Background: an optimization exercise with open tools, aiming at small area, a short achievable clock period and few clock cycles. Do not read the settings as production practice.
Only simulation tests tie the RTL to the original design; equivalence was not proved.
Power is estimated from default activity; no workload was simulated.

Design instr_parser_top, start of the top module:
module instr_parser_top (
    input  logic                        clk,
    input  logic                        rst_n,
    input  logic                        rx_valid,
    input  logic [cmd_pkg::byte_w-1:0]  rx_data,
    output logic                        rx_ready,
    output logic                        tx_valid,
    output logic [cmd_pkg::byte_w-1:0]  tx_data,
    input  logic                        tx_ready,
    input  logic [cmd_pkg::word_w-1:0]  sum,
    output logic [cmd_pkg::word_w-1:0]  num1,
    output logic [cmd_pkg::word_w-1:0]  num2,
    output logic [cmd_pkg::word_w-1:0]  num3,
    output logic                        en
);
    localparam logic [3:0] S_OP  = 4'd0;
    localparam logic [3:0] S_RA  = 4'd1;
    localparam logic [3:0] S_RDL = 4'd2;
    localparam logic [3:0] S_RDH = 4'd3;
    localparam logic [3:0] S_AL  = 4'd4;
    localparam logic [3:0] S_AH  = 4'd5;
    localparam logic [3:0] S_CL  = 4'd6;
    localparam logic [3:0] S_CH  = 4'd7;
    localparam logic [3:0] S_WDL = 4'd8;
    localparam logic [3:0] S_WDH = 4'd9;
    localparam int QD = 4;
    localparam int QW = 2;
    logic [3:0]  st, st_d;
    logic        wr_q;           
    logic [7:0]  ra_q;           
    logic [15:0] addr_q;         
    logic [15:0] cnt_q;          
    logic [7:0]  dl_q;           
    logic        rx_fire;
    logic [15:0] blk_cnt;        
    logic [15:0] blk_end;        
    logic        wb_v;           
    logic        wb_we;          
    logic [15:0] wb_data;
    logic        wb_conf;
    logic        conf_q;
    logic        wb_go;
    logic [QD-1:0] q_v, q_ram, q_smp;
    logic [15:0]   q_a [QD];
    logic [15:0]   q_e [QD];
    logic [QW-1:0] q_wp, q_rp;
    logic [QD-1:0] q_conf;
    logic          q_full_d;
    logic          s_v, s_ram, s_smp;
    logic [15:0]   s_a, s_e;
    logic          s_take_reg, s_take_ram;
    logic          push_reg, push_ram;
    logic [15:0]   reg_rd;
    logic [15:0] ra, re, ra_inc, ra_d;
    logic        r_smp;
    logic        rc_nz;
    logic [15:0] ra_lo1h, ra_hi1h;
    logic        ra_ok;
    logic        pv, hi_v;
    logic [15:0] pw;
    logic        tx_free, emit_lo, emit_hi, pw_free, rd_word;
    logic [127:0] ram_rpart;
  ...
==> flow/config.mk <==
export PLATFORM = sky130hd
export DESIGN_NAME = instr_parser_top
export DESIGN_NICKNAME = instr_parser_top
export VERILOG_FILES = /design/flow/design.v
export SDC_FILE = /design/flow/constraint.sdc
export NUM_CORES = 4
export LEC_CHECK = 0
export CAP_MARGIN = 20
export CORE_MARGIN = 2
export CORE_UTILIZATION = 45
export PLACE_DENSITY = 0.6
export SETUP_SLACK_MARGIN = 2.5
export SLEW_MARGIN = 20
==> flow/constraint.sdc <==
create_clock -name core_clock -period 5.5 [get_ports {clk}]
set_input_delay 1.1000 -clock core_clock [delete_from_list [all_inputs] [get_ports {clk}]]
set_output_delay 1.1000 -clock core_clock [all_outputs]
set_load 0.01 [all_outputs]
run.sh (not shown) runs the stock make flow with config.mk's settings and CLKGATE_MAP_FILE= SYNTH_SCRIPT=/design/flow/synth_recipe.tcl, a recipe that flattens the netlist after the stock synthesis.
Testbench counts at the start, summed over its fixed seeds: cycles 35,364.
==> next run, changes <==
--- a/flow/config.mk
+++ b/flow/config.mk
@@ -9,5 +9,7 @@
 export CORE_MARGIN = 2
 export CORE_UTILIZATION = 45
+export CTS_CLUSTER_DIAMETER = 100
+export CTS_CLUSTER_SIZE = 25
 export PLACE_DENSITY = 0.6
-export SETUP_SLACK_MARGIN = 2.5
+export SETUP_SLACK_MARGIN = 3.0
 export SLEW_MARGIN = 20
What happened:
- Now the flow produced a layout that fails on max-slew violations
- critical path depth goes down by 5
- via count rose by 3.5%
- worst hold slack gains 28 ps
- total power came out lower by 16%
- routed wire length climbs by 6.5%
- global-route usage climbs by 0.67 points
- final cell count goes up by 2.3%
- cell area went up by 5.2%
- fmax increases by 8.5%
- clock skew barely changes
- worst setup slack improved by 250 ps
==> next run, changes <==
--- a/flow/config.mk
+++ b/flow/config.mk
@@ -10,6 +10,6 @@
 export CORE_UTILIZATION = 45
 export CTS_CLUSTER_DIAMETER = 100
-export CTS_CLUSTER_SIZE = 25
+export CTS_CLUSTER_SIZE = 20
 export PLACE_DENSITY = 0.6
-export SETUP_SLACK_MARGIN = 3.0
+export SETUP_SLACK_MARGIN = 2.5
 export SLEW_MARGIN = 20
What happened: The changed run went through all stages and came out clean. Wire length shrinks by 7.1%. Combinational power shrinks by about 12%. Clock-buffer cell count grows by 68. Utilization shrinks by 4.6 points. Clock power grows by about 14%. Clock skew barely changes. Die area is unchanged. Synthesized cell count is unchanged. Via count shrinks by about 5%. Design area shrinks by 8.3%. Fmax shrinks by about 6.5%.

static timing again, ports no longer ideal:
In the flow no input, the clock included, has a driving cell. The finished layouts below were timed again as built, in two steps.
Step 1, drivers: a clkbuf_16 drives clk and a buf_2 each remaining input, both assumed.
Step 2, shift: input delay + t, output delay - t, t = (earliest + latest rising clock arrival at the registers) / 2. This alone moves slack from input paths to output paths.
Slacks: no drivers / after step 1 / after step 2; pairs: no drivers / after step 1.
run	shift t [ns]	setup WS [ns]	worst data-port slew with drivers (ns)
the first run	1.099	2.351 / 2.351 / 1.639	0.07
the second run	1.079	2.599 / 2.490 / 1.832	0.04
the third run	1.053	2.399 / 2.399 / 1.594	0.07
For the third run, which loses most, drivers alone change the setup slack by 0.000 ns; drivers and shift together by -0.805 ns.
